This is an optimization exercise on Yosys and OpenROAD, whose aim is small area, a short achievable clock period and few clock cycles, not a production implementation.
Function was checked by simulation only, so behaviour that the tests miss may differ from the original.

==> inputs of pepper <==
==> flow/design.v (excerpt) <==
module sp_top
(
	input  logic         clk,
	input  logic         rst_n,
	input  sp_pkg::series_beat_t in_beat,
	input  sp_pkg::sp_mode_t     in_mode,
	output sp_pkg::series_beat_t out_beat
);
==> module fast_add, before the edit <==
module fast_add #(parameter int W = 10)
(
	input  logic [W-1:0] a,
	input  logic [W-1:0] b,
	output logic [W:0]   s
);
	localparam int L = $clog2(W);
	logic [W-1:0] p;
	logic [W-1:0] g [0:L];
	logic [W-1:0] pp [0:L];
	assign p = a ^ b;
	assign g[0] = a & b;
	assign pp[0] = p;
	generate
		for (genvar l = 0; l < L; l++) begin : lvl
			for (genvar i = 0; i < W; i++) begin : bit_i
				if (((i >> l) & 1) == 1) begin : comb
					localparam int J = ((i >> l) << l) - 1;
					assign g[l+1][i] = g[l][i] | (pp[l][i] & g[l][J]);
					assign pp[l+1][i] = pp[l][i] & pp[l][J];
				end else begin : pass
					assign g[l+1][i] = g[l][i];
					assign pp[l+1][i] = pp[l][i];
				end
			end
		end
	endgenerate
	assign s[0] = p[0];
	generate
		for (genvar i = 1; i < W; i++) begin : sum_i
			assign s[i] = p[i] ^ g[L][i-1];
		end
	endgenerate
	assign s[W] = g[L][W-1];
endmodule
==> module sp_top, before the edit <==
module sp_top
(
	input  logic         clk,
	input  logic         rst_n,
	input  sp_pkg::series_beat_t in_beat,
	input  sp_pkg::sp_mode_t     in_mode,
	output sp_pkg::series_beat_t out_beat
);
	localparam logic [2:0] LAST = 3'(6 - 1);
	logic v1;
	logic [2:0] cnt1;
	logic [7:0] idx1;
	logic sgn1;
	logic [8:0] u1;
	logic [8:0] u_in;
	sp_pkg::sp_mode_t mode_r;
	always_ff @(posedge clk or negedge rst_n) begin
		if (!rst_n) begin
			v1 <= 1'b0;
			cnt1 <= '0;
		end else begin
			v1 <= in_beat.valid;
			if (in_beat.valid)
				cnt1 <= (cnt1 == LAST) ? '0 : cnt1 + 3'd1;
		end
	end
	assign u_in = in_beat.data + 9'd1;
	always_ff @(posedge clk) begin
		sgn1 <= u_in[8];
		idx1 <= u_in[7:0] ^ {8{u_in[8]}};
		if (in_beat.valid && cnt1 == '0)
			mode_r <= in_mode;
	end
	logic v2;
	logic idle;
	logic from_in;
	logic sort_nx;
	logic [8:0] u_nx;
	logic [8:0] w_nx;
	logic [8:0] u2;
	logic [9:0] q2;
	logic [8:0] inv1;
	assign idle = (cnt1 == '0) && !v1;
	assign from_in = idle || !mode_r.inv_en;
	assign sort_nx = idle ? in_mode.sort_en : mode_r.sort_en;
	logic [8:0] t1;
	assign u1 = {sgn1, idx1 ^ {8{sgn1}}};
	inv_table tab_inst (
		.i7(idx1[7]), .i6(idx1[6]), .i5(idx1[5]), .i4(idx1[4]),
		.i3(idx1[3]), .i2(idx1[2]), .i1(idx1[1]), .i0(idx1[0]),
		.t8(t1[8]), .t7(t1[7]), .t6(t1[6]), .t5(t1[5]), .t4(t1[4]),
		.t3(t1[3]), .t2(t1[2]), .t1(t1[1]), .t0(t1[0])
	);
	assign inv1 = t1 ^ {9{sgn1}};
	assign u_nx = from_in ? u_in : u1;
	assign w_nx = from_in ? u_in : inv1;
	always_ff @(posedge clk or negedge rst_n) begin
		if (!rst_n)
			v2 <= 1'b0;
		else if (idle)
			v2 <= in_beat.valid && !in_mode.inv_en;
		else
			v2 <= mode_r.inv_en ? v1 : in_beat.valid;
	end
	always_ff @(posedge clk) begin
		u2 <= u_nx;
		q2 <= sort_nx ? {1'b0, w_nx} : {w_nx, 1'b0};
	end
	logic [2:0] k3;
	logic dr;
	logic sort;
	logic sh;
	logic last_in;
	logic out_v;
	logic [8:0] out_d;
	logic [9:0] uw;
	logic [9:0] a [0:6-2];
	logic [8:0] s_head;
	logic head_gt;
	logic [10:0] t_a;
	logic [10:0] t_b;
	logic [10:0] t_sum;
	logic [8:0] r;
	assign sort = mode_r.sort_en;
	assign sh = dr || (sort && v2);
	assign last_in = sort && v2 && (k3 == LAST);
	assign uw = 10'(u2) + q2;
	series_sorter sort_inst (
		.clk      (clk),
		.shift    (sh),
		.drain    (dr),
		.count    (k3),
		.din      (q2[8:0]),
		.head_gt  (head_gt),
		.head     (s_head)
	);
	always_ff @(posedge clk) begin
		if (sh) begin
			a[0] <= uw;
			for (int i = 1; i < 6 - 2; i++)
				a[i] <= a[i-1];
		end
		if (sh)
			a[6-2] <= a[6-3];
		else if (!sort_nx)
			a[6-2] <= 10'(u_nx);
	end
	fast_add #(.W(10)) add_a (.a(a[6-2]), .b(10'(s_head)), .s(t_a));
	fast_add #(.W(10)) add_b (.a(a[6-2]), .b(q2), .s(t_b));
	assign t_sum = (sort && (dr || head_gt)) ? t_a : t_b;
	mod509_reduce red_inst (
		.t (t_sum),
		.r (r)
	);
	always_ff @(posedge clk or negedge rst_n) begin
		if (!rst_n) begin
			k3 <= '0;
			dr <= 1'b0;
			out_v <= 1'b0;
		end else begin
			out_v <= dr || (v2 && (!sort || k3 == LAST));
			if (dr) begin
				if (k3 == LAST) begin
					dr <= 1'b0;
					k3 <= '0;
				end else begin
					k3 <= k3 + 3'd1;
				end
			end else if (last_in) begin
				dr <= 1'b1;
				k3 <= 3'd1;
			end else if (sort && v2) begin
				k3 <= k3 + 3'd1;
			end
		end
	end
	always_ff @(posedge clk)
		out_d <= r;
	assign out_beat = {out_v, out_d};
endmodule
==> flow/config.mk <==
export PLATFORM = sky130hd
export DESIGN_NAME = sp_top
export DESIGN_NICKNAME = sp_top
export VERILOG_FILES = /design/flow/design.v
export SDC_FILE = /design/flow/constraint.sdc
export NUM_CORES = 4
export LEC_CHECK = 0
export CAP_MARGIN = 20
export CORE_MARGIN = 2
export CORE_UTILIZATION = 40
export CTS_BUF_LIST = sky130_fd_sc_hd__clkbuf_8
export PLACE_DENSITY = 0.45
export SLEW_MARGIN = 20
export SYNTH_HIERARCHICAL = 1
==> flow/constraint.sdc <==
create_clock -name core_clock -period 10.0 [get_ports {clk}]
set_input_delay 2.0000 -clock core_clock [delete_from_list [all_inputs] [get_ports {clk}]]
set_output_delay 2.0000 -clock core_clock [all_outputs]
set_load 0.01 [all_outputs]
standard.sh (not shown) runs the stock make flow with config.mk's settings and CLKGATE_MAP_FILE= SYNTH_SCRIPT=/design/flow/synth_recipe.tcl, a recipe that flattens the netlist after the stock synthesis.
==> flow/flow/run.sh <==
#!/bin/bash
# Layout: the standard flow (standard.sh) with two changes to how the
# layout is made; the SDC, so the clock period and I/O constraints, is
# the standard flow's own and unchanged.
#  1. Synthesis is the standard script except that the inverse table
#     (module inv_table) is mapped by ABC for area (flow/lut_area.script)
#     before the standard ABC call maps the rest. Registers are untouched.
#  2. ORFS's timing repair aims at slack beyond the design's period, so
#     that it sizes up the longest paths.
# Usage: bash flow/run.sh [make target]   (default finish)
set -euo pipefail
here=$(pwd)
target=${1:-finish}

# synthesis script: synth_recipe.tcl sourcing a copy of ORFS's synth.tcl
# with one extra ABC call for the table module
sed "/^ *log_cmd abc {\*}\$abc_args/i\\
  log_cmd abc -script $here/flow/lut_area.script {*}[lrange \$abc_args 2 end] inv_table" \
  "$FLOW_HOME/scripts/synth.tcl" > "$here/synth_lut.tcl"
grep -q "lut_area.script" "$here/synth_lut.tcl"
sed "s#\$::env(SCRIPTS_DIR)/synth.tcl#$here/synth_lut.tcl#" "$here/synth_recipe.tcl" > "$here/synth_recipe_lut.tcl"
grep -q "synth_lut.tcl" "$here/synth_recipe_lut.tcl"

# run the synth target with that script, then the standard flow on top
make_cmd=$(grep -m1 '^make -C' "$here/standard.sh" | sed -e "s#SYNTH_SCRIPT=[^ ]*#SYNTH_SCRIPT=$here/synth_recipe_lut.tcl#" -e 's#"\${@:-finish}"##')
eval "$make_cmd synth" > "$here/synth_lut.log" 2>&1

export SETUP_SLACK_MARGIN=6.7
bash "$here/standard.sh" "$target" > "$here/standard.log" 2>&1
==> flow/flow/lut_area.script <==
strash
&get -n
&dch -f
&nf -R 1000
&put
==> raven: changes against pepper <==
- CORE_UTILIZATION: 40 -> 50
- CTS_BUF_LIST: sky130_fd_sc_hd__clkbuf_8 -> default
- PLACE_DENSITY: 0.45 -> 0.6
==> xenon: changes against pepper <==
--- a/flow/design.v
+++ b/flow/design.v
@@ -48,8 +48,9 @@
 endmodule
-module fast_add #(parameter int W = 10)
+module fast_add
 (
-	input  logic [W-1:0] a,
-	input  logic [W-1:0] b,
-	output logic [W:0]   s
+	input  logic [9:0]  a,
+	input  logic [9:0]  b,
+	output logic [10:0] s
 );
+	localparam int W = 10;
 	localparam int L = $clog2(W);
@@ -1122,4 +1123,4 @@
 	end
-	fast_add #(.W(10)) add_a (.a(a[6-2]), .b(10'(s_head)), .s(t_a));
-	fast_add #(.W(10)) add_b (.a(a[6-2]), .b(q2), .s(t_b));
+	fast_add add_a (.a(a[6-2]), .b(10'(s_head)), .s(t_a));
+	fast_add add_b (.a(a[6-2]), .b(q2), .s(t_b));
 	assign t_sum = (sort && (dr || head_gt)) ? t_a : t_b;
--- a/flow/flow/run.sh
+++ b/flow/flow/run.sh
@@ -17,3 +17,3 @@
 sed "/^ *log_cmd abc {\*}\$abc_args/i\\
-  log_cmd abc -script $here/flow/lut_area.script {*}[lrange \$abc_args 2 end] inv_table" \
+  log_cmd abc -script $here/flow/lut_area.script {*}[lrange \$abc_args 2 end] inv_table fast_add" \
   "$FLOW_HOME/scripts/synth.tcl" > "$here/synth_lut.tcl"
- CTS_BUF_LIST: sky130_fd_sc_hd__clkbuf_8 -> default
==> results.py <==
metrics = {
    "finish": {
        "instances_no_fill": 1615,
    },
    "synth": {
        "netlist_area_sq_um": 10700,
        "synthCells": 1158,
        "synth_nets": 1285,
    },
    "power_and_ir_drop": {
        "p_seq_mw": 1.13,
        "p_leak_nw": 5.28,
    },
    "outcome": {
        "status": "timing/DRC/antenna clean",
    },
    "grt": {
        "globalRouteMet3Util_pct": 6.85,
        "grt_util_met1_pct": 38.1,
    },
    "worst_setup_path": {
        "critPathMostFrequentCell": "buf_4",
        "crit_start": "idx1[0]",
        "crit_buf_inv": 4,
    },
    "placement": {
        "hpwlAfterDp_mm": 27.2,
    },
    "sta": {
        "final.period_utilization_pct": 33.8,
        "tightest_slew_ns": 1.04,
        "max_slew_margin_pct": 30.4,
    },
}
[end of results for xenon]
==> results.py <==
metrics = {
    "power_and_ir_drop": {
        "p_leak_nw": 5.36,
        "p_seq_mw": 1.13,
    },
    "sta": {
        "max_slew_margin_pct": 19.3,
        "final.period_utilization_pct": 32.9,
        "tightest_slew_ns": 1.20,
    },
    "synth": {
        "synth_nets": 1291,
        "synthCells": 1164,
    },
    "worst_setup_path": {
        "critPathMostFrequentCell": "a21o_1",
    },
    "outcome": {
        "status": "timing/DRC/antenna clean",
    },
}
[end of results for pepper]
==> results.py <==
metrics = {
    "placement": {
        "hpwlAfterDp_mm": 24.8,
    },
    "grt": {
        "globalRouteMet3Util_pct": 9.04,
    },
    "power_and_ir_drop": {
        "p_seq_mw": 1.12,
    },
    "worst_setup_path": {
        "crit_buf_inv": 2,
        "critPathMostFrequentCell": "o21ai_0",
    },
    "sta": {
        "tightest_slew_ns": 1.05,
        "max_slew_margin_pct": 29.9,
    },
    "outcome": {
        "status": "timing/DRC/antenna clean",
    },
}
[end of results for raven]
Testbench counts of pepper, summed over its fixed seeds: cycles 6,624.
Testbench counts of raven, summed over its fixed seeds: cycles 6,624.
Testbench counts of xenon, summed over its fixed seeds: cycles 6,624.

-- separate check: timing with driven ports --
No port has a modelled driver above. Below, the same layouts with a new extraction and two added sets of constraints.
Step 1 sets driving cells, clkbuf_16 on the clock port and buf_2 on the other inputs (assumed; they add their load-dependent delay and slew).
Step 2 moves the port delays by t, midway between the first and last clock arrival at a register: inputs arrive t later, outputs are due t later. That takes back most of the time a late clock gives input paths.
Slacks: ideal ports / drivers / drivers and shift; pairs: ideal ports / drivers.
| run | t (ns) | slack for setup (ns) | worst data-port slew with drivers (ns) | cell pins on the clock port's net |
|---|---|---|---|---|
| pepper | 0.485 | 6.708 / 6.708 / 6.275 | 0.06 | 1 |
| raven | 0.472 | 6.649 / 6.649 / 6.374 | 0.06 | 1 |
| xenon | 0.468 | 6.624 / 6.624 / 6.309 | 0.07 | 1 |
After both steps every run listed still meets setup and hold. The setup slack of pepper, which loses most, moves by 0.000 ns with the drivers and by -0.433 ns with both steps.
